Context: an optimization exercise on an open-source flow, tuned for small area, a short achievable clock period and few clock cycles. The choices shown serve that exercise and are no tape-out recipe. At most, simulation tests tie the RTL to the original design; equivalence was not proved. No activity file was given, so power comes from the tool's default toggle rates.

Design hdc_encoder_top, start of the top module:
module hdc_encoder_top (
  input  logic      clk_i,
  input  logic      rst_i,
  input  logic      csr_we_i,
  input  logic      csr_re_i,
  input  hdc_pkg::csr_addr_t csr_addr_i,
  input  hdc_pkg::csr_data_t csr_wdata_i,
  output hdc_pkg::csr_data_t csr_rdata_o,
  output logic      csr_rvalid_o,
  output hdc_pkg::hv_t       qhv_o,
  output logic      qhv_valid_o
);
==> flow/config.mk <==
export PLATFORM = sky130hd
export DESIGN_NAME = hdc_encoder_top
export DESIGN_NICKNAME = hdc_encoder_top
export VERILOG_FILES = /design/flow/design.v
export SDC_FILE = /design/flow/constraint.sdc
export NUM_CORES = 4
export LEC_CHECK = 0
export ABC_AREA = 1
export CAP_MARGIN = 20
export CORE_MARGIN = 2
export CORE_UTILIZATION = 40
export SETUP_SLACK_MARGIN = 1.5
export SLEW_MARGIN = 20
==> flow/constraint.sdc <==
create_clock -name core_clock -period 5.0 [get_ports {clk_i}]
set_input_delay 1.0000 -clock core_clock [delete_from_list [all_inputs] [get_ports {clk_i}]]
set_output_delay 1.0000 -clock core_clock [all_outputs]
set_load 0.01 [all_outputs]
run.sh (not shown) runs the stock make flow with config.mk's settings and CLKGATE_MAP_FILE= SYNTH_SCRIPT=/design/flow/synth_recipe.tcl, a recipe that flattens the netlist after the stock synthesis.
Edit:
- ABC_AREA: 1 -> unset
The changed run completed with no timing, DRC or antenna violations. Routed wire length falls by 20%. Cell count falls by 31%. Via count falls by 30%. Global-route usage falls by 4.4 points.
Edit:
- ABC_AREA: unset -> 1
- SETUP_SLACK_MARGIN: 1.5 -> 2.3
=>
- cell count rose by 47%
- clock skew is about the same
- critical path depth rose by 8
- total power rose by 10%
- setup slack gets better by 0.60 ns
- cell area rose by 15%
- global-route usage rose by 6.3 points
- register-to-register slack gets better by 0.60 ns
- utilization rose by 4.4 points
- non-clock buffer count rose by 211
- count of clock-buffer cells in the layout rose by 7
Edit:
- ABC_AREA: 1 -> unset
- SETUP_SLACK_MARGIN: 2.3 -> 1.8
Effect:
- The new run completed without violations
- clock-buffer cell count rises by 13
- synthesized area is lower by 3.9%
- routed wire length goes down by 23%
- register-to-register slack loses 0.30 ns
No functional check of the RTL was part of any run of this note.

Another version of the RTL of hdc_encoder_top (not shown whole).
Size: roughly 6,700 cells after synthesis, ~110 I/O pins.
==> flow/config.mk <==
export PLATFORM = sky130hd
export DESIGN_NAME = hdc_encoder_top
export DESIGN_NICKNAME = hdc_encoder_top
export VERILOG_FILES = /design/flow/design.v
export SDC_FILE = /design/flow/constraint.sdc
export NUM_CORES = 4
export LEC_CHECK = 0
export CAP_MARGIN = 20
export CORE_MARGIN = 2
export CORE_UTILIZATION = 40
export SETUP_SLACK_MARGIN = 2.5
export SLEW_MARGIN = 20
==> flow/constraint.sdc <==
create_clock -name core_clock -period 5.0 [get_ports {clk_i}]
set_input_delay 1.0000 -clock core_clock [delete_from_list [all_inputs] [get_ports {clk_i}]]
set_output_delay 1.0000 -clock core_clock [all_outputs]
set_load 0.01 [all_outputs]
Rerun with:
SETUP_SLACK_MARGIN = unset   (was 2.5)
Sequential cell count is unchanged.
Core utilization goes down by 12 points.
Clock-buffer cell count is lower by 5.
Final area is lower by 21%.
Total power is lower by 21%.
Global-route usage goes down by 2.8 points.
Function was not checked in any run of this note: the RTL went through the layout flow alone.

Setup of exp/zinc:
hdc_encoder_top, a different RTL version from the one above (not shown whole).
Size in the first run: about 9000 cells after synthesis, roughly 110 I/O pins, ~73000 µm² of cells after synthesis.
clock: 5.0 ns
lec_check: 0
abc_area: 1
cap_margin: 20
core_margin: 2
core_utilization: 40
setup_slack_margin: 2.3
slew_margin: 20
tns_end_percent: 20
Testbench counts of exp/zinc, summed over its fixed seeds: cycles 2,576.
Modified inputs, exp/umber compared to exp/zinc
- TNS_END_PERCENT no longer set, was 20
## What came out
- In summary, exp/umber completed successfully, with a layout that passed the timing, DRC and antenna checks.
- exp/umber against exp/zinc: global-route wire length before repair essentially unchanged; minimum clock period after layout saw a decrease; mean routed wirelength per cell has remained practically unchanged; number of enable-type register cells in the synthesized netlist held steady; share of post-route cells with drive strength above 1 rose by 0.90 points.
Modified inputs, exp/pepper compared to exp/umber
- changing SETUP_SLACK_MARGIN from 2.3 to 2.2
### Flow results
exp/pepper: mean routed wirelength per cell is about 2% lower than what exp/umber reported. The number of non-clock inverters in exp/pepper sits about 0.4% below the value recorded for exp/umber. Re critical path buffer and inverter count: no difference whatsoever between exp/umber and exp/pepper. Looking at cell with the largest stage delay on the worst path, the fa_1 result is from exp/pepper; the dfxtp_2 one comes from exp/umber. The relative contribution of combinational cells to total power number comes out lower for exp/pepper vs exp/umber. exp/pepper: timing-limited maximum frequency 5.3% below exp/umber.

-- re-timing with driven ports --
How much do the figures lean on ideal ports? The routed layouts below were timed once more, with nothing changed but the port constraints.
Step 1: set_driving_cell puts a clkbuf_16 on clk_i and a buf_2 on each other input, an assumption about the parent block.
Step 2 adds t to the input delays and takes it off the output delays; t is the mean of the earliest and latest rising clock arrival at the registers after step 1. Input paths then give back, and output paths get back, about the clock's delay inside the block.
a / b / c = ideal ports / drivers / drivers and shift; a / b = the first two.
run | t, ns | setup WS [ns] | worst setup path after step 2 | pins driven straight from the clock port
the first run of note 1 | 0.895 | 1.512 / 1.512 / 1.405 | input to register | 1
the second run of note 1 | 0.876 | 1.491 / 1.491 / 0.976 | input to register | 1
the third run of note 1 | 0.905 | 2.092 / 2.092 / 1.578 | input to register | 1
the fourth run of note 1 | 0.857 | 1.776 / 1.776 / 0.920 | input to register | 1
the first run of note 2 | 0.887 | 1.557 / 1.557 / 1.557 | register to register | 1
the second run of note 2 | 0.890 | 0.963 / 0.963 / 0.963 | register to register | 1
exp/zinc | 0.876 | 2.146 / 2.064 / 1.684 | input to register | 1
exp/umber | 0.882 | 2.350 / 2.274 / 1.714 | input to register | 1
exp/pepper | 0.874 | 2.201 / 2.195 / 1.723 | input to register | 1
After both steps every run listed still meets setup and hold. The setup slack of the fourth run of note 1, which loses most, moves by 0.000 ns with the drivers and by -0.856 ns with both steps.
